What follows belongs to an exercise in optimizing a design on an open flow for small area; a production flow would make more cautious choices.
Function was checked by simulation only, so behaviour that the tests miss may differ from the original.
Power and IR drop assume default switching activity.

## try-cedar
// apb3_slave_regbank
module apb3_slave_regbank (
    input  logic        clk,
    input  logic        rst,
    input  logic [7:0]  paddr,
    input  logic        pwrite,
    input  logic        psel,
    input  logic        penable,
    input  logic [31:0] pwdata,
    output logic [31:0] prdata,
    output logic        pready,
    output logic        pslverr
);
Settings: LEC_CHECK=0, CAP_MARGIN=20, CORE_MARGIN=2, CORE_UTILIZATION=45, CTS_BUF_LIST=sky130_fd_sc_hd__clkbuf_8 sky130_fd_sc_hd__clkbuf_16, CTS_CLUSTER_DIAMETER=80, CTS_CLUSTER_SIZE=25, SETUP_SLACK_MARGIN=0.2, SLEW_MARGIN=20, SYNTH_HIERARCHICAL=1, SYNTH_MINIMUM_KEEP_SIZE=0; clock period 5.0 ns.
run.sh (not shown) runs the stock make flow with config.mk's settings and CLKGATE_MAP_FILE= SYNTH_SCRIPT=/design/flow/synth_recipe.tcl, a recipe that flattens the netlist after the stock synthesis.
Input changes introduced in try-sierra (baseline for comparison: try-cedar):
Settings: CTS_CLUSTER_SIZE changed from 25 to 28; SETUP_SLACK_MARGIN changed from 0.2 to 0.1; CTS_CLUSTER_DIAMETER changed from 80 to 100.
==> flow/flow/run.sh (new file) <==
#!/bin/bash
# The standard layout, with plain buffers (instead of the default delay-cell
# choice) on the input and output ports.
set -euo pipefail
export BUFFER_PORTS_ARGS="-buffer_cell sky130_fd_sc_hd__buf_1"
bash standard.sh > standard.log 2>&1
==> flow/standard.sh (new file) <==
#!/bin/bash
# synth_recipe.tcl (not shown) runs the flow's synth.tcl, then flattens the netlist and writes it again
# the make line also repeats each setting of config.mk as NAME=value (left out here)
make -C /OpenROAD-flow-scripts/flow DESIGN_CONFIG=/design/flow/config.mk WORK_HOME=/design/flow/orfs CLKGATE_MAP_FILE= SYNTH_SCRIPT=/design/flow/synth_recipe.tcl "${@:-finish}"
removed: flow/run.sh
Results
try-sierra vs try-cedar: final standard cell area without fillers down by a few percent
try-sierra: minimum period implied by the final worst setup slack 51 ps above try-cedar
Area taken by flip-flops and latches delta (try-sierra -> try-cedar): insignificant
[compare] base=try-cedar new=try-sierra: total of cells resized after clock tree synthesis went down, fraction of standard cell area that is sequential went up.
The inputs of try-maple differ from those of try-sierra as listed below.
Settings: swapping 20 for 10 in SLEW_MARGIN; swapping 20 for 10 in CAP_MARGIN; swapping 100 for 50 in CTS_CLUSTER_DIAMETER; swapping 28 for 30 in CTS_CLUSTER_SIZE.
==> flow/flow/run.sh <==
#!/bin/bash
# The standard layout, with plain buffers (instead of the default delay-cell
# choice) on the input and output ports.
set -euo pipefail
export BUFFER_PORTS_ARGS="-buffer_cell sky130_fd_sc_hd__buf_2"
bash standard.sh > standard.log 2>&1
Notes after the runs:
try-maple vs. try-sierra: global-route usage picked up an extra 2.1 points; number of clock-tree buffers in the layout picked up an extra 78.
try-maple and try-sierra ended up with roughly the same register area share after synthesis.
try-maple against try-sierra; detailed placement HPWL is up slightly.
From try-maple to try-sierra, count of unique library cells instantiated by Yosys did not move at all.
In the final design statistics, try-maple uses more standard cells in total than try-sierra.
try-maple vs. try-sierra: minimum period implied by the final worst setup slack went down by 17 ps.
Density: try-maple denser than try-sierra
The part of the total power dissipated in combinational logic number comes out higher for try-sierra vs try-maple.
Level count of the clock H-tree: try-maple vs try-sierra up 1
On final worst slack, the higher figure sits with try-maple, not try-sierra.
diff inputs: try-maple => try-willow
Settings: CAP_MARGIN now 20, was 10; SETUP_SLACK_MARGIN now 0.05, was 0.1; CTS_CLUSTER_DIAMETER now 100, was 50; SLEW_MARGIN now 20, was 10.
==> flow/flow/run.sh <==
#!/bin/bash
# The standard layout, with plain buffers (instead of the default delay-cell
# choice) on the input and output ports.
set -euo pipefail
export BUFFER_PORTS_ARGS="-buffer_cell sky130_fd_sc_hd__buf_1"
bash standard.sh > standard.log 2>&1
==> run summary <==
Number of global-route vias before repair for try-willow: about 2.5% down relative to try-maple. On final-layout worst hold slack: between try-willow and try-maple, it ends up lower for try-maple. try-willow packs its core more loosely than try-maple. [try-willow] minimum setup slack after placement fell 110 ps relative to try-maple. In try-willow, the fraction of met3 tracks used by global routing came out 1.8 points below the value in try-maple. Top metal layer carrying routed signals: met4 -> try-maple, met5 -> try-willow. Summary — number of vias per cell, try-willow relative to try-maple: lower, by 0.46%.

## afterwards: timing with drivers on the ports
How much do the figures lean on ideal ports? The routed layouts below were timed once more, with nothing changed but the port constraints. Step 1 (the two cells are an assumption about what drives the block):
set clk [get_ports {clk}]
set_driving_cell -lib_cell sky130_fd_sc_hd__clkbuf_16 $clk
set_driving_cell -lib_cell sky130_fd_sc_hd__buf_2 [delete_from_list [all_inputs] $clk]
Step 2, shift: input delay + t, output delay - t, t = (earliest + latest rising clock arrival at the registers) / 2. This alone moves slack from input paths to output paths. Three values: ideal, step 1, step 2; two values: the first two.
run	shift t [ns]	slack for setup (ns)	worst hold slack (ns)	worst setup path at the end
try-cedar	0.760	0.177 / 0.103 / 0.847	0.330 / 0.330 / 0.330	input to register
try-sierra	0.736	0.126 / 0.051 / 0.788	0.338 / 0.338 / 0.338	register to output
try-maple	0.827	0.143 / 0.076 / 0.903	0.314 / 0.314 / 0.314	register to output
try-willow	0.799	0.065 / -0.013 / 0.786	0.340 / 0.340 / 0.340	register to output
After both steps setup and hold are still met in every run listed.
